From an optimization exercise on the open Yosys and OpenROAD flow, aimed at small area; shortcuts taken in it are not production practice. Function was checked by simulation only, so behaviour that the tests miss may differ from the original. Power figures rest on the tool's default switching activity, not on a simulated workload.

--- flow/design.v ---
`timescale 1ns/1ps
module fu_fifo #(
    parameter int unsigned W = (4 + 6 + 2 * 64)
)(
    input  logic          clk,
    input  logic          reset,
    input  logic          wr_i,
    input  logic [W-1:0]  pkt_i,
    output logic          full_o,
    input  logic          rd_en_i,
    output logic [W-1:0]  pkt_o,
    output logic          empty_o
);
    logic [W-1:0] ent_q [4];
    logic [2:0]   cnt_q;
    logic         rd;
    logic [2:0]   wpos;
    logic [3:0]   wr_e, sh_e, keep_e;
    assign empty_o = (cnt_q == 3'd0);
    assign full_o  = cnt_q[2];
    assign rd      = rd_en_i && !empty_o;
    assign wpos    = cnt_q - {2'b0, rd};
    for (genvar i = 0; i < 4; i++) begin : g_sel
        assign wr_e[i]   = wr_i && (wpos == 3'(i));
        assign sh_e[i]   = rd && !wr_e[i];
        assign keep_e[i] = !rd && !wr_e[i];
    end
    always_ff @(posedge clk or posedge reset) begin
        if (reset) begin
            cnt_q <= '0;
        end else begin
            case ({wr_i, rd})
                2'b10:   cnt_q <= cnt_q + 3'd1;
                2'b01:   cnt_q <= cnt_q - 3'd1;
                default: cnt_q <= cnt_q;
            endcase
        end
    end
    always_ff @(posedge clk) begin
        for (int i = 0; i < 3; i++) begin
            ent_q[i] <= (ent_q[i]   | {W{!keep_e[i]}})
                      & (ent_q[i+1] | {W{!sh_e[i]}})
                      & (pkt_i      | {W{!wr_e[i]}});
        end
        ent_q[3] <= ({W{keep_e[3]}} & ent_q[3]) | ({W{wr_e[3]}} & pkt_i);
    end
    assign pkt_o = ent_q[0];
endmodule
`timescale 1ns/1ps
module fu_fifo_bank (
    input  logic                                 clk,
    input  logic                                 reset,
    input  logic [2*(4 + 6 + 2 * 64)-1:0]    issue_pkt_i,
    input  logic [6-1:0]                   fu_sel0_i,
    input  logic [6-1:0]                   fu_sel1_i,
    output logic [6-1:0]                   fu_full_o,
    input  logic [6-1:0]                   fu_rd_en_i,
    output logic [6*(4 + 6 + 2 * 64)-1:0]         fu_pkt_o,
    output logic [6-1:0]                   fu_empty_o
);
    localparam int PB = (4 + 6 + 2 * 64);
    localparam int LB = PB - 4;
    logic [PB-1:0] slot0, slot1;
    assign slot0 = issue_pkt_i[0 +: PB];
    assign slot1 = issue_pkt_i[PB +: PB];
    for (genvar u = 0; u < 3; u++) begin : g_alu
        logic [PB-1:0] wpkt;
        assign wpkt = (slot0 | {PB{!fu_sel0_i[u]}}) & (slot1 | {PB{!fu_sel1_i[u]}});
        fu_fifo #(.W(PB)) i_fu_fifo (
            .clk     (clk),
            .reset   (reset),
            .wr_i    (fu_sel0_i[u] | fu_sel1_i[u]),
            .pkt_i   (wpkt),
            .full_o  (fu_full_o[u]),
            .rd_en_i (fu_rd_en_i[u]),
            .pkt_o   (fu_pkt_o[u*PB +: PB]),
            .empty_o (fu_empty_o[u])
        );
    end
    for (genvar u = 3; u < 5; u++) begin : g_fixed
        logic [LB-1:0] wpkt;
        assign wpkt = (slot0[LB-1:0] | {LB{!fu_sel0_i[u]}}) & (slot1[LB-1:0] | {LB{!fu_sel1_i[u]}});
        fu_fifo #(.W(LB)) i_fu_fifo (
            .clk     (clk),
            .reset   (reset),
            .wr_i    (fu_sel0_i[u] | fu_sel1_i[u]),
            .pkt_i   (wpkt),
            .full_o  (fu_full_o[u]),
            .rd_en_i (fu_rd_en_i[u]),
            .pkt_o   (fu_pkt_o[u*PB +: LB]),
            .empty_o (fu_empty_o[u])
        );
        assign fu_pkt_o[u*PB + LB +: 4] = (u == 3) ? 4'd6 : 4'd7;
    end
    begin : g_br
        localparam int u = 5;
        logic [LB:0] wpkt, rpkt;
        assign wpkt = (slot0[LB:0] | {(LB+1){!fu_sel0_i[u]}}) & (slot1[LB:0] | {(LB+1){!fu_sel1_i[u]}});
        fu_fifo #(.W(LB+1)) i_fu_fifo (
            .clk     (clk),
            .reset   (reset),
            .wr_i    (fu_sel0_i[u] | fu_sel1_i[u]),
            .pkt_i   (wpkt),
            .full_o  (fu_full_o[u]),
            .rd_en_i (fu_rd_en_i[u]),
            .pkt_o   (rpkt),
            .empty_o (fu_empty_o[u])
        );
        assign fu_pkt_o[u*PB +: PB] = {3'b100, rpkt};
    end
endmodule
`timescale 1ns/1ps
module issue_dispatch (
    input  logic                                 clk,
    input  logic                                 reset,
    input  logic [2-1:0]              issue_valid_i,
    input  logic [2*(4 + 6 + 2 * 64)-1:0]    issue_pkt_i,
    input  logic [6-1:0]                   fu_full_i,
    output logic [6-1:0]                   fu_sel0_o,
    output logic [6-1:0]                   fu_sel1_o,
    output logic                                 stall_o
);
    localparam logic [3:0] OP_MUL = 4'd6;
    localparam logic [3:0] OP_LD  = 4'd7;
    localparam logic [3:0] OP_BEQ = 4'd8;
    localparam logic [3:0] OP_BNE = 4'd9;
    localparam int ALU0    = 0;
    localparam int ALU1    = 1;
    localparam int ALU2    = 2;
    localparam int MUL0    = 3;
    localparam int LOAD0   = 4;
    localparam int BRANCH0 = 5;
    logic [6-1:0]            slot_cand  [2];
    logic [3:0]                    slot_op    [2];
    logic [2-1:0]       pending;
    logic [2-1:0]       accepted;
    logic [2-1:0]       done_q, done_d;
    logic [6-1:0]            free_ok;
    logic [6-1:0]            sel [2];
    logic [6-1:0]            taken;
    always_comb begin
        for (int s = 0; s < 2; s++) begin
            slot_op[s]   = issue_pkt_i[s*(4 + 6 + 2 * 64) + (4 + 6 + 2 * 64) - 4 +: 4];
            slot_cand[s] = '0;
            case (slot_op[s])
                OP_MUL:         slot_cand[s][MUL0]    = 1'b1;
                OP_LD:          slot_cand[s][LOAD0]   = 1'b1;
                OP_BEQ, OP_BNE: slot_cand[s][BRANCH0] = 1'b1;
                default: begin
                    slot_cand[s][ALU0] = 1'b1;
                    slot_cand[s][ALU1] = 1'b1;
                    slot_cand[s][ALU2] = 1'b1;
                end
            endcase
        end
    end
    assign pending = issue_valid_i & ~done_q;
    assign free_ok = ~fu_full_i;
    always_comb begin
        taken    = '0;
        accepted = '0;
        for (int s = 0; s < 2; s++) begin
            sel[s] = '0;
            for (int q = 0; q < 6; q++) begin
                if (pending[s] && !accepted[s] && slot_cand[s][q] &&
                    free_ok[q] && !taken[q]) begin
                    sel[s][q]   = 1'b1;
                    taken[q]    = 1'b1;
                    accepted[s] = 1'b1;
                end
            end
        end
    end
    assign fu_sel0_o = sel[0];
    assign fu_sel1_o = sel[1];
    assign stall_o = |(pending & ~accepted);
    assign done_d = stall_o ? (done_q | accepted) : '0;
    always_ff @(posedge clk or posedge reset) begin
        if (reset) begin
            done_q <= '0;
        end else begin
            done_q <= done_d;
        end
    end
endmodule
`timescale 1ns/1ps
module issue_stage_top (
    input  logic                                 clk,
    input  logic                                 reset,
    input  logic [2-1:0]              issue_valid_i,
    input  logic [2*(4 + 6 + 2 * 64)-1:0]    issue_pkt_i,
    output logic                                 stall_o,
    input  logic [6-1:0]                   fu_rd_en_i,
    output logic [6*(4 + 6 + 2 * 64)-1:0]         fu_pkt_o,
    output logic [6-1:0]                   fu_empty_o
);
    logic [6-1:0] fu_sel0, fu_sel1, fu_full;
    issue_dispatch i_issue_dispatch (
        .clk           (clk),
        .reset         (reset),
        .issue_valid_i (issue_valid_i),
        .issue_pkt_i   (issue_pkt_i),
        .fu_full_i     (fu_full),
        .fu_sel0_o     (fu_sel0),
        .fu_sel1_o     (fu_sel1),
        .stall_o       (stall_o)
    );
    fu_fifo_bank i_fu_fifo_bank (
        .clk         (clk),
        .reset       (reset),
        .issue_pkt_i (issue_pkt_i),
        .fu_sel0_i   (fu_sel0),
        .fu_sel1_i   (fu_sel1),
        .fu_full_o   (fu_full),
        .fu_rd_en_i  (fu_rd_en_i),
        .fu_pkt_o    (fu_pkt_o),
        .fu_empty_o  (fu_empty_o)
    );
endmodule
--- flow/config.mk ---
export PLATFORM = sky130hd
export DESIGN_NAME = issue_stage_top
export DESIGN_NICKNAME = issue_stage_top
export VERILOG_FILES = /design/flow/design.v
export SDC_FILE = /design/flow/constraint.sdc
export NUM_CORES = 4
export LEC_CHECK = 0
export CAP_MARGIN = 10
export CORE_MARGIN = 2
export CORE_UTILIZATION = 50
export PLACE_DENSITY = 0.62
export SLEW_MARGIN = 10
--- flow/flow/cts_args ---
-sink_clustering_enable -repair_clock_nets -dont_use_dummy_load -buf_list {sky130_fd_sc_hd__clkbuf_16} -sink_clustering_size 26 -sink_clustering_max_diameter 90
--- flow/flow/run.sh ---
#!/bin/bash
# Own layout flow: the standard ORFS flow with three changes:
#  - synthesis is synth_recipe.tcl with only the ABC mapping script swapped
#    for an area-oriented one (flow/area.script); registers are untouched
#  - port buffers use the smallest buffer cell
#  - clock tree built from small clock buffers, without dummy loads
# Every tool's output goes to a log file in this folder.
set -euo pipefail
W=$PWD
F=$W/flow

# Synthesis script: the standard flow's, sourcing ORFS's synth.tcl with the abc call
# pointed at our script
sed "s#log_cmd abc {\*}\$abc_args#set abc_args [lreplace \$abc_args 1 1 $F/area.script]\n  log_cmd abc {*}\$abc_args#" \
    "$FLOW_HOME/scripts/synth.tcl" > "$W/own_synth_core.tcl"
grep -q "area.script" "$W/own_synth_core.tcl"
sed "s#\$::env(SCRIPTS_DIR)/synth.tcl#$W/own_synth_core.tcl#" "$W/synth_recipe.tcl" > "$W/own_synth.tcl"
grep -q "own_synth_core.tcl" "$W/own_synth.tcl"

ARGS=(
  "SYNTH_SCRIPT=$W/own_synth.tcl"
  "BUFFER_PORTS_ARGS=-buffer_cell sky130_fd_sc_hd__buf_1"
)
if [[ -f $F/cts_args ]]; then
  ARGS+=("CTS_ARGS=$(cat $F/cts_args)")
fi

bash "$W/standard.sh" "${ARGS[@]}" finish > "$W/own_flow_make.log" 2>&1
--- flow/flow/area.script ---
strash
dch -f
dch -f
&get -n
&dch -f
&nf -p -R 1000
&put
topo
stime -c
--- flow/standard.sh ---
#!/bin/bash
# synth_recipe.tcl (not shown) runs the flow's synth.tcl, then flattens the netlist and writes it again
# the make line also repeats each setting of config.mk as NAME=value (left out here)
make -C /OpenROAD-flow-scripts/flow DESIGN_CONFIG=/design/flow/config.mk WORK_HOME=/design/flow/orfs CLKGATE_MAP_FILE= SYNTH_SCRIPT=/design/flow/synth_recipe.tcl "${@:-finish}"
--- flow/constraint.sdc ---
create_clock -name core_clock -period 5.5 [get_ports {clk}]
set_input_delay 1.1000 -clock core_clock [delete_from_list [all_inputs] [get_ports {clk}]]
set_output_delay 1.1000 -clock core_clock [all_outputs]
set_load 0.01 [all_outputs]
==> impl_metrics.env, run 1 <==
export IMPL_rsz0062_at_grt="no"
export IMPL_fin_area_sq_mm=0.1237
export IMPL_wl_per_cell_microns=31.33
export IMPL_cts_clk_slew_worst_paths_ps=100
export IMPL_die_height_microns=467.6
export IMPL_async_reset_ff_share_pct=0.6083
export IMPL_grt_pass1_vias=102506
export IMPL_grt_ovfl_total=0
export IMPL_irDropWorstVdd_mv=0.4432
export IMPL_finalCriticalPeriod_ps=4677
export IMPL_path_class="register to register"
export IMPL_syn_avg_cell_area_sq_um=9.859
export IMPL_synthFlopType="dfxtp_1"
export IMPL_grtUsageMet2_pct=61.69
export IMPL_instances_no_fill=15374
export IMPL_num_rows=170
export IMPL_hpwlAfterDp_microns=319200
export IMPL_grt_pass1_wl_microns=691200
export IMPL_cts_buffers=146
export IMPL_drc_errors=0
export IMPL_met3_usage_pct=12.91
export IMPL_via_count=108736
export IMPL_fin_skew_ps=55.22
export IMPL_pre_cts_slack_ps=805.7
export IMPL_gp_routability_congestion=0.9068
export IMPL_holdWs_ps=363.5
export IMPL_crit_chain="nor3_1, nand2b_1, clkinv_1, ha_1, ha_1, xnor2_1, o21ai_0, or3_4, buf_4, o21ai_0"
export IMPL_vias_per_cell=7.073
export IMPL_slowest_delay_ps=780
export IMPL_status="complete, no violations"
export IMPL_worst_pin_slew_ps=1231
export IMPL_cts_hold_buffers=0
export IMPL_clk_latency_ps=870
export IMPL_die_area_sq_mm=0.2186
export IMPL_final_layout_size_suffix_gt1_share_pct=4.885
export IMPL_antenna_found_initial=6
export IMPL_post_cts_resized=0
export IMPL_required_ps=6160
export IMPL_numPortBuffers=1109
export IMPL_cts_tree="done"
export IMPL_root_buffer="clkbuf_16"
export IMPL_max_clock_path_buffers=3
export IMPL_syn_area_sq_mm=0.1075
export IMPL_synth_edf_count=0
export IMPL_critPathSlowestCell="buf_4"
export IMPL_post_cts_buffers=0
export IMPL_setup_viol=0
export IMPL_cts_sinks=3288
export IMPL_yosysTopAreaCell="dfxtp_1"
export IMPL_ys_types=34
export IMPL_slew_violations=0
export IMPL_drt_iter0_drc=13816
export IMPL_synth_seq_area_share_pct=61.35
export IMPL_fmax_ghz=0.2138
export IMPL_worstPathMaxFanout=75
export IMPL_ys_ff_latch=3288
export IMPL_hold_violations=0
export IMPL_synth_top_area_share_pct=60.88
export IMPL_grt_max_degree=139
export IMPL_final_util_pct=57.75
export IMPL_io_pins=1121
export IMPL_post_route_period_util_pct=85.03
export IMPL_drv_cap=0
export IMPL_grtUsageTotal_pct=41.71
export IMPL_core_area_sq_mm=0.2142
export IMPL_cp_buffers_inverters=2
export IMPL_critPathLaunchType="register"
export IMPL_dpl_cell_area_sq_mm=0.1200
export IMPL_htree_levels=4
export IMPL_met1_usage_pct=52.70
export IMPL_power_density_mw_per_mm2=695.2
export IMPL_power_leakage_uw=0.04413
export IMPL_ys_top_cells_by_area="dfxtp_1 61%, o22ai_1 19%, a21oi_1 11%"
export IMPL_syn_inst=10900
export IMPL_die_w_microns=467.6
export IMPL_worst_slack_ps=823.4
export IMPL_end_kind="register"
export IMPL_ys_warn_count=10
export IMPL_dpl_cell_count=15221
export IMPL_slew_headroom_pct=17.92
export IMPL_path_delay_family="simple AND/OR/NAND/NOR gates"
export IMPL_first_pass_iters=6
export IMPL_ant_nets=0
export IMPL_arrival_ps=5340
export IMPL_area_growth_pct=15.11
export IMPL_fin_nets=12841
export IMPL_drt_wl_total_microns=481700
export IMPL_hold_class="primary input to async pin"
export IMPL_initial_utilization_pct=50.17
export IMPL_synthTopCellsByCount="3268 x dfxtp_1, 3268 x o22ai_1, 2454 x a21oi_1"
export IMPL_grt_busiest_layer="met2"
registers in the layout, summed over array words and instances (netlist names):
name	flops
i_fu_fifo_bank.g_br.i_fu_fifo.cnt_q	3
i_fu_fifo_bank.g_fixed.i_fu_fifo.ent_q	1072
i_issue_dispatch.done_q	2
i_fu_fifo_bank.g_br.i_fu_fifo.ent_q	540
i_fu_fifo_bank.g_fixed.i_fu_fifo.cnt_q	6
i_fu_fifo_bank.g_alu.i_fu_fifo.ent_q	1656
i_fu_fifo_bank.g_alu.i_fu_fifo.cnt_q	9
cells by family (layout without fill, tap and decap cells):
kind of cell | count (synthesis) | in the layout | synth area share [%]
other | 2 | 18 | 0.006989
buffers and inverters | 36 | 1656 | 0.1851
AO/OA/AOI/OAI | 6552 | 6552 | 34.32
XOR/XNOR | 24 | 24 | 0.1956
adder cells (fa/ha/maj) | 24 | 24 | 0.3214
AND/OR/NAND/NOR | 974 | 974 | 3.619
flip-flops | 3288 | 3288 | 61.35
cell type report:
type	count	area, sq um
Fill cell	19018	90490
Sequential cell	3288	65920
Multi-Input combinational cell	7585	41920
Timing Repair Buffer	1491	8569
Clock buffer	146	3654
Tap cell	2838	3551
Inverter	19	71.32
Antenna cell	7	17.52
stage by stage:
step	power, uW	setup TNS (ps)
floorplan	57710	-4257260
global placement	71290	0
detailed placement	72700	0
CTS	84580	0
global route	89660	0
finish	85990	0
where the power goes:
group	total (uW)	leakage (uW)	switching, uW	internal, uW
registers	41200	0.0275	6450	34700
clock network	12300	0.00180	7470	4780
logic	32600	0.0148	21600	11000
final timing paths:
kind / startpoint / end / slack [ps] / depth (start not counted)
hold / removal: reset / i_fu_fifo_bank.g_alu[0].i_fu_fifo.cnt_q[0] / 360 / 2
min in group core_clock: i_fu_fifo_bank.g_br.i_fu_fifo.ent_q[3][95] / i_fu_fifo_bank.g_br.i_fu_fifo.ent_q[3][95] / 460 / 2
setup reg to reg: i_fu_fifo_bank.g_fixed[3].i_fu_fifo.cnt_q[0] / i_fu_fifo_bank.g_fixed[3].i_fu_fifo.ent_q[3][27] / 820 / 10
max in group asynchronous: reset / i_fu_fifo_bank.g_alu[2].i_fu_fifo.cnt_q[2] / 4600 / 2
hold reg to reg: i_fu_fifo_bank.g_br.i_fu_fifo.ent_q[3][95] / i_fu_fifo_bank.g_br.i_fu_fifo.ent_q[3][95] / 460 / 2
setup / recovery: i_fu_fifo_bank.g_fixed[3].i_fu_fifo.cnt_q[0] / i_fu_fifo_bank.g_fixed[3].i_fu_fifo.ent_q[3][27] / 820 / 10
layer usage:
layer  up-vias  part of all wire (%)  wire length, microns
met5         -                0.0091                    44
met4         6                   7.4                 35500
met3      1538                    13                 64480
met2      7771                    43                205000
met1     52992                    37                176700
li1      46429                     -                     -
cell usage in the layout (no fill, tap or decap), types with 2 or more instances in the layout:
| cell type | n |
|---|---|
| buf_4 | 259 |
| nor2b_4 | 4 |
| nor2b_1 | 8 |
| xnor2_1 | 8 |
| or2_4 | 12 |
| nand2b_4 | 16 |
| buf_12 | 123 |
| a21oi_1 | 2452 |
| o21ai_4 | 3 |
| buf_1 | 1109 |
| nor3_4 | 5 |
| clkbuf_16 | 146 |
| or2_0 | 2 |
| o22ai_1 | 3268 |
| nor2_4 | 5 |
| xor2_1 | 16 |
| fa_1 | 6 |
| dfxtp_1 | 3268 |
| or4_4 | 2 |
| nand2_4 | 18 |
| nand2b_1 | 8 |
| or3_1 | 2 |
| diode_2 | 7 |
| or3_4 | 3 |
| and2_4 | 4 |
| nor3_1 | 11 |
| nand3_1 | 2 |
| ha_1 | 18 |
| conb_1 | 11 |
| nor2_1 | 24 |
| a21oi_4 | 2 |
| nand3b_1 | 2 |
| dfrtp_1 | 20 |
| o21ai_0 | 824 |
| nand2_1 | 833 |
| and3_4 | 2 |
| clkinv_1 | 19 |
==> inputs of run 2 (changes only) <==
--- a/flow/config.mk
+++ b/flow/config.mk
@@ -7,6 +7,7 @@
 export LEC_CHECK = 0
 export CAP_MARGIN = 10
 export CORE_MARGIN = 2
-export CORE_UTILIZATION = 50
-export PLACE_DENSITY = 0.62
+export CORE_UTILIZATION = 60
+export GPL_ROUTABILITY_DRIVEN = 0
+export PLACE_DENSITY = 0.7
 export SLEW_MARGIN = 10
==> run 2 against run 1 <==
Net effect: largest power group unchanged; clock power is essentially flat; critical endpoint is now i_fu_fifo_bank.g_br.i_fu_fifo.ent_q[1][89]; hold slack worse by 25 ps; area after synthesis did not move; final area shrank 0.61%; synthesized cell count did not move; critical path depth up 1; power increased by 0.36%; core utilization increased by 11 points; setup slack got worse by 190 ps.
==> impl_metrics.env, run 2 <==
export IMPL_ys_types=34
export IMPL_worst_pin_slew_ps=1345
export IMPL_combPwrFrac_pct=38.3
export IMPL_clk_latency_ps=900
export IMPL_max_clock_path_buffers=3
export IMPL_fin_nets=12786
export IMPL_path_common_cell="ha_1"
export IMPL_largest_reg_flops=1656
export IMPL_fmax_ghz=0.2056
export IMPL_post_cts_buffers=0
export IMPL_crit_chain="nor3_2, nor2b_1, ha_1, ha_1, xor2_1, nor3_1, nand2_1, nand2b_4, buf_4, o22ai_1, a21oi_1"
export IMPL_grt_pass1_wl_microns=684900
export IMPL_grtUsageMet2_pct=71.61
export IMPL_ys_ff_latch=3288
export IMPL_cts_tree="done"
export IMPL_p_clk_share_pct=14.1
export IMPL_path_class="register to register"
export IMPL_top_regs="i_fu_fifo_bank.g_alu.i_fu_fifo.ent_q (1656), i_fu_fifo_bank.g_fixed.i_fu_fifo.ent_q (1072), i_fu_fifo_bank.g_br.i_fu_fifo.ent_q (540)"
export IMPL_final_util_pct=68.98
export IMPL_irDropWorstVdd_mv=0.7317
export IMPL_register_area_sq_mm=0.06592
export IMPL_fin_area_sq_mm=0.1229
export IMPL_antenna_found_initial=12
export IMPL_io_pins=1121
export IMPL_setup_viol=0
export IMPL_required_ps=6310
export IMPL_slowest_delay_ps=1120
export IMPL_worstPathMaxFanout=32
export IMPL_drc_errors=0
export IMPL_syn_avg_cell_area_sq_um=9.859
export IMPL_arrival_ps=5670
export IMPL_hold_violations=0
export IMPL_post_route_period_util_pct=88.42
export IMPL_top_register="i_fu_fifo_bank.g_alu.i_fu_fifo.ent_q"
export IMPL_power_density_mw_per_mm2=701.9
export IMPL_finalCriticalPeriod_ps=4863
export IMPL_drv_cap=0
export IMPL_hold_class="primary input to async pin"
export IMPL_p_int_uw=50450
export IMPL_ant_nets=0
export IMPL_drt_wl_total_microns=474900
export IMPL_area_growth_pct=14.41
export IMPL_synth_seq_area_share_pct=61.35
export IMPL_setup_tns_ps=0
export IMPL_grt_max_degree=136
export IMPL_grt_busiest_layer="met2"
export IMPL_via_count=111269
export IMPL_slew_headroom_pct=9.833
export IMPL_drt_iter0_drc=15498
export IMPL_die_area_sq_mm=0.1825
export IMPL_root_buffer="clkbuf_16"
export IMPL_numPortBuffers=1109
export IMPL_cts_buffers=145
export IMPL_power_leakage_uw=0.04397
export IMPL_synth_edf_count=0
export IMPL_dpl_cell_area_sq_mm=0.1193
export IMPL_rr_startpoint="i_fu_fifo_bank.g_br.i_fu_fifo.cnt_q[2]"
export IMPL_instances_no_fill=14837
export IMPL_synth_top_area_share_pct=60.88
export IMPL_async_reset_ff_share_pct=0.6083
export IMPL_cts_hold_buffers=0
export IMPL_dpl_cell_count=14684
export IMPL_path_delay_family="simple AND/OR/NAND/NOR gates"
export IMPL_synthTopCellsByCount="3268 x dfxtp_1, 3268 x o22ai_1, 2454 x a21oi_1"
export IMPL_met1_usage_pct=58.69
export IMPL_synthFlopType="dfxtp_1"
export IMPL_core_area_sq_mm=0.1782
export IMPL_die_height_microns=427.2
export IMPL_fin_skew_ps=78.25
export IMPL_critPathLaunchType="register"
export IMPL_grtUsageTotal_pct=49.57
export IMPL_vias_per_cell=7.499
export IMPL_hpwlAfterDp_microns=301000
export IMPL_num_rows=155
export IMPL_holdWs_ps=338.3
export IMPL_fillers=14185
export IMPL_swShare_pct=41.54
export IMPL_die_w_microns=427.2
export IMPL_cts_sinks=3288
export IMPL_htree_levels=4
export IMPL_yosysTopAreaCell="dfxtp_1"
export IMPL_syn_area_sq_mm=0.1075
export IMPL_cp_startpoint="i_fu_fifo_bank.g_br.i_fu_fifo.cnt_q[2]"
export IMPL_met3_usage_pct=16.40
export IMPL_final_layout_size_suffix_gt1_share_pct=4.473
export IMPL_status="complete, no violations"
export IMPL_end_kind="register"
export IMPL_seq_power_share_pct=47.6
export IMPL_post_cts_resized=0
export IMPL_wl_per_cell_microns=32.01
export IMPL_multi_input_area_sq_mm=0.04192
export IMPL_grt_ovfl_total=0
export IMPL_ys_top_cells_by_area="dfxtp_1 61%, o22ai_1 19%, a21oi_1 11%"
export IMPL_initial_utilization_pct=60.29
export IMPL_slew_violations=0
export IMPL_grt_pass1_vias=105295
export IMPL_syn_inst=10900
export IMPL_p_sw_uw=35850
export IMPL_first_pass_iters=9
export IMPL_final_cell_mix="3268 x o22ai_1, 3268 x dfxtp_1, 2452 x a21oi_1, 1109 x buf_1, 833 x nand2_1"
export IMPL_cp_buffers_inverters=1
export IMPL_rsz0062_at_grt="no"
export IMPL_critPathSlowestCell="nor3_2"
export IMPL_ys_warn_count=10
export IMPL_cts_clk_slew_worst_paths_ps=100
[run 2: cell counts after synthesis]
Identical to the previous run, type by type.
[run 2: metrics by stage]
stage,power [uW],setup slack (ps)
floorplan,57710,-1909
global placement,70790,958.7
detailed placement,72390,796.9
CTS,84090,1083
global route,89510,698.8
finish,86300,636.7
[run 2: final cells by class]
cell class	count	share of cell area, %
Antenna cell	8	0.01628
Clock buffer	145	2.951
Inverter	19	0.05801
Multi-Input combinational cell	7585	34.10
Sequential cell	3288	53.62
Tap cell	2355	2.397
Timing Repair Buffer	1437	6.864
[run 2: final timing paths]
kind	endpoint	slack, ps	cells past startpoint
worst max-delay path	i_fu_fifo_bank.g_br.i_fu_fifo.ent_q[1][89]	640	11
worst max register to register	i_fu_fifo_bank.g_br.i_fu_fifo.ent_q[1][89]	640	11
max in group asynchronous	i_fu_fifo_bank.g_alu[2].i_fu_fifo.cnt_q[0]	4630	2
worst min register to register	i_fu_fifo_bank.g_fixed[3].i_fu_fifo.ent_q[3][57]	460	2
min in group core_clock	i_fu_fifo_bank.g_fixed[3].i_fu_fifo.ent_q[3][57]	460	2
worst min-delay path	i_fu_fifo_bank.g_alu[0].i_fu_fifo.cnt_q[2]	340	2
[run 2: cell families (layout without fill, tap and decap cells)]
logic type      Yosys count  count (layout)  share of synthesized area (%)
fa+ha+maj                24              24                         0.3214
xor+xnor                 24              24                         0.1956
other cells               2              19                       0.006989
compound gates         6552            6552                          34.32
flops                  3288            3288                          61.35
simple gates            974             974                          3.619
buf+inv                  36            1601                         0.1851
[run 2: layer usage]
layer | vias to the layer above | share of wire [%] | wire, microns
met2 | 9309 | 42 | 197300
met4 | 10 | 11 | 50980
li1 | 46343 | - | -
met5 | - | 0.039 | 186
met3 | 2540 | 14 | 68270
met1 | 53067 | 33 | 158200
[run 2: power groups by stage]
stage / registers [uW] / clock network [uW] / logic, uW
2_1_floorplan: 40900 / 0 / 16800
3_3_place_gp: 40700 / 0 / 30100
3_5_place_dp: 41200 / 0 / 31200
4_1_cts: 40700 / 12000 / 31300
5_1_grt: 41900 / 12900 / 34700
6_report: 41100 / 12100 / 33100
==> inputs of run 3 (changes only) <==
--- a/flow/config.mk
+++ b/flow/config.mk
@@ -7,7 +7,7 @@
 export LEC_CHECK = 0
 export CAP_MARGIN = 10
 export CORE_MARGIN = 2
-export CORE_UTILIZATION = 60
+export CORE_UTILIZATION = 55
 export GPL_ROUTABILITY_DRIVEN = 0
-export PLACE_DENSITY = 0.7
+export PLACE_DENSITY = 0.66
 export SLEW_MARGIN = 10
==> run 3 against run 2 <==
Net effect: critical path depth unchanged; hold slack got worse by 35 ps; clock-buffer cell count unchanged; core utilization decreased by 5.9 points; area after synthesis unchanged; synthesized cell count unchanged; highest routed layer unchanged.
==> impl_metrics.env, run 3 <==
export IMPL_cts_tree="done"
export IMPL_drv_cap=0
export IMPL_cts_hold_buffers=0
export IMPL_largest_reg_flops=1656
export IMPL_syn_area_sq_mm=0.1075
export IMPL_drc_errors=0
export IMPL_cts_clk_slew_worst_paths_ps=100
export IMPL_dpl_cell_count=14833
export IMPL_ys_ff_latch=3288
export IMPL_fillers=16475
export IMPL_fmax_ghz=0.2064
export IMPL_fin_nets=12748
export IMPL_synth_top_area_share_pct=60.88
export IMPL_ant_nets=0
export IMPL_syn_avg_cell_area_sq_um=9.859
export IMPL_via_count=111740
export IMPL_synth_edf_count=0
export IMPL_final_cell_mix="3268 x o22ai_1, 3268 x dfxtp_1, 2452 x a21oi_1, 1109 x buf_1, 833 x nand2_1"
export IMPL_die_area_sq_mm=0.1989
export IMPL_root_buffer="clkbuf_16"
export IMPL_critPathSlowestCell="buf_4"
export IMPL_yosysTopAreaCell="dfxtp_1"
export IMPL_holdWs_ps=303.1
export IMPL_syn_inst=10900
export IMPL_final_layout_size_suffix_gt1_share_pct=4.165
export IMPL_critPathLaunchType="primary input"
export IMPL_post_cts_resized=0
export IMPL_cp_buffers_inverters=3
export IMPL_core_area_sq_mm=0.1946
export IMPL_slew_headroom_pct=17.85
export IMPL_hpwlAfterDp_microns=309900
export IMPL_max_clock_path_buffers=3
export IMPL_die_height_microns=446.0
export IMPL_top_regs="i_fu_fifo_bank.g_alu.i_fu_fifo.ent_q (1656), i_fu_fifo_bank.g_fixed.i_fu_fifo.ent_q (1072), i_fu_fifo_bank.g_br.i_fu_fifo.ent_q (540)"
export IMPL_io_pins=1121
export IMPL_synth_seq_area_share_pct=61.35
export IMPL_ys_types=34
export IMPL_p_sw_uw=36030
export IMPL_grt_max_degree=139
export IMPL_power_density_mw_per_mm2=702.0
export IMPL_cts_buffers=145
export IMPL_wl_per_cell_microns=33.11
export IMPL_required_ps=4400
export IMPL_power_leakage_uw=0.04377
export IMPL_seq_power_share_pct=47.8
export IMPL_status="complete, no violations"
export IMPL_worst_pin_slew_ps=1232
export IMPL_grtUsageTotal_pct=47.50
export IMPL_grt_pass1_vias=105791
export IMPL_num_rows=162
export IMPL_p_int_uw=50200
export IMPL_top_register="i_fu_fifo_bank.g_alu.i_fu_fifo.ent_q"
export IMPL_end_kind="primary output"
export IMPL_slew_violations=0
export IMPL_grt_ovfl_total=0
export IMPL_finalCriticalPeriod_ps=4845
export IMPL_combPwrFrac_pct=38.1
export IMPL_numPortBuffers=1109
export IMPL_fin_skew_ps=69.03
export IMPL_path_delay_family="simple AND/OR/NAND/NOR gates"
export IMPL_swShare_pct=41.78
export IMPL_ys_top_cells_by_area="dfxtp_1 61%, o22ai_1 19%, a21oi_1 11%"
export IMPL_rsz0062_at_grt="no"
export IMPL_htree_levels=4
export IMPL_path_class="primary input to primary output"
export IMPL_initial_utilization_pct=55.22
export IMPL_post_route_period_util_pct=88.10
export IMPL_area_growth_pct=14.31
export IMPL_clk_latency_ps=880
export IMPL_cts_sinks=3288
export IMPL_antenna_found_initial=9
export IMPL_worstPathMaxFanout=60
export IMPL_instances_no_fill=14986
export IMPL_first_pass_iters=7
export IMPL_irDropWorstVdd_mv=0.4714
export IMPL_ys_warn_count=10
export IMPL_vias_per_cell=7.456
export IMPL_die_w_microns=446.0
export IMPL_slowest_delay_ps=850
export IMPL_p_clk_share_pct=14.1
export IMPL_post_cts_buffers=0
export IMPL_drt_iter0_drc=16071
export IMPL_drt_wl_total_microns=496100
export IMPL_arrival_ps=3750
export IMPL_hold_class="primary input to async pin"
export IMPL_setup_viol=0
export IMPL_synthTopCellsByCount="3268 x dfxtp_1, 3268 x o22ai_1, 2454 x a21oi_1"
export IMPL_hold_violations=0
export IMPL_async_reset_ff_share_pct=0.6083
export IMPL_crit_chain="buf_1, nor2b_1, nand3b_1, nand4b_1, or3_4, buf_4, and4b_1, and4_1, nand2_1, nand2_1, buf_1"
export IMPL_synthFlopType="dfxtp_1"
export IMPL_grt_pass1_wl_microns=711900
-- run 3: routing by layer --
| metal | GRT usage, % | part of all wire, % | vias to the layer above |
|---|---|---|---|
| li1 | - | - | 46237 |
| met1 | 56.88 | 34 | 53942 |
| met2 | 69.69 | 42 | 9229 |
| met3 | 15.31 | 14 | 2326 |
| met4 | 38.92 | 10 | 6 |
| met5 | 0 | 0.0075 | - |
-- run 3: cell type report --
type	count	area, sq um	share of cell area (%)
flip-flops and latches	3288	65920	53.67
diodes	8	20.02	0.01630
repair buffers	1399	8104	6.597
clock buffers	145	3628	2.954
well taps	2542	3181	2.589
multi-input cells	7585	41910	34.12
inverters	19	71.32	0.05806
-- run 3: cells by family after synthesis --
kind of cell / after synthesis / synth area share, %
other cells: 2 / 0.006989
fa+ha+maj: 24 / 0.3214
xor+xnor: 24 / 0.1956
compound gates: 6552 / 34.32
buf+inv: 36 / 0.1851
simple gates: 974 / 3.619
flops: 3288 / 61.35
-- run 3: path summary, 6_finish.rpt --
check	from	endpoint	slack, ps	depth (start not counted)
worst min-delay path	reset	i_fu_fifo_bank.g_alu[2].i_fu_fifo.cnt_q[1]	300	2
max in group asynchronous	reset	i_fu_fifo_bank.g_alu[1].i_fu_fifo.cnt_q[1]	4750	2
worst min register to register	i_fu_fifo_bank.g_br.i_fu_fifo.ent_q[3][54]	i_fu_fifo_bank.g_br.i_fu_fifo.ent_q[3][54]	460	2
worst max-delay path	issue_pkt_i[274]	stall_o	650	11
worst max register to register	i_fu_fifo_bank.g_fixed[3].i_fu_fifo.cnt_q[2]	i_fu_fifo_bank.g_fixed[3].i_fu_fifo.ent_q[3][69]	810	11
min in group core_clock	i_fu_fifo_bank.g_br.i_fu_fifo.ent_q[3][54]	i_fu_fifo_bank.g_br.i_fu_fifo.ent_q[3][54]	460	2
-- run 3: worst register-to-register path: cells and delay by family, from the launching register on --
kind	cells	cell delay (ps)
compound gates	2	540
xor+xnor	1	120
simple gates	3	820
fa+ha+maj	2	480
flops	1	530
buf+inv	3	2070
-- run 3: stage by stage --
stage                TNS, ps  cell area (sq um)  power (uW)  utilization, %  setup WS [ps]
floorplan           -4257260             107700       57710               -          -1909
global placement           0             119200       70960           61.25          574.7
detailed placement         0             119200       72520           61.25          512.2
CTS                        0             122800       84270           63.12          803.2
global route               0             122800       89480           63.12          593.3
finish                     0             122800       86230           63.13          654.7
-- run 3: power groups by stage --
| stage | logic (uW) | registers (uW) | clock network (uW) |
|---|---|---|---|
| finish | 32800 | 41200 | 12200 |
| global route | 34500 | 42100 | 12900 |
| CTS | 31300 | 40800 | 12100 |
| detailed placement | 31200 | 41300 | 0 |
| global placement | 30100 | 40900 | 0 |
| floorplan | 16800 | 40900 | 0 |

-- separate check: timing with driven ports --
Ports are ideal in the flow. The routed layouts listed here were re-timed in OpenROAD.
Step 1: set_driving_cell puts a clkbuf_16 on clk and a buf_2 on each other input, an assumption about the parent block.
Step 2 moves the port delays by t, midway between the first and last clock arrival at a register: inputs arrive t later, outputs are due t later. That takes back most of the time a late clock gives input paths.
Slacks: ideal / step 1 / step 2; pairs: ideal / step 1.
| run | t (ns) | slack for setup (ns) | worst setup path after step 2 | clock arrival spread, ns | worst slew at a driven data input, ns |
|---|---|---|---|---|---|
| run 1 | 0.934 | 0.823 / 0.823 / 0.639 | input to register | 0.056 / 0.056 | 0.21 |
| run 2 | 0.958 | 0.637 / 0.637 / 0.629 | input to register | 0.079 / 0.079 | 0.15 |
| run 3 | 0.940 | 0.655 / 0.632 / 0.325 | input to register | 0.069 / 0.069 | 0.08 |
After both steps setup and hold are still met in every run listed. The setup slack of run 3, which loses most, moves by -0.023 ns with the drivers and by -0.330 ns with both steps.
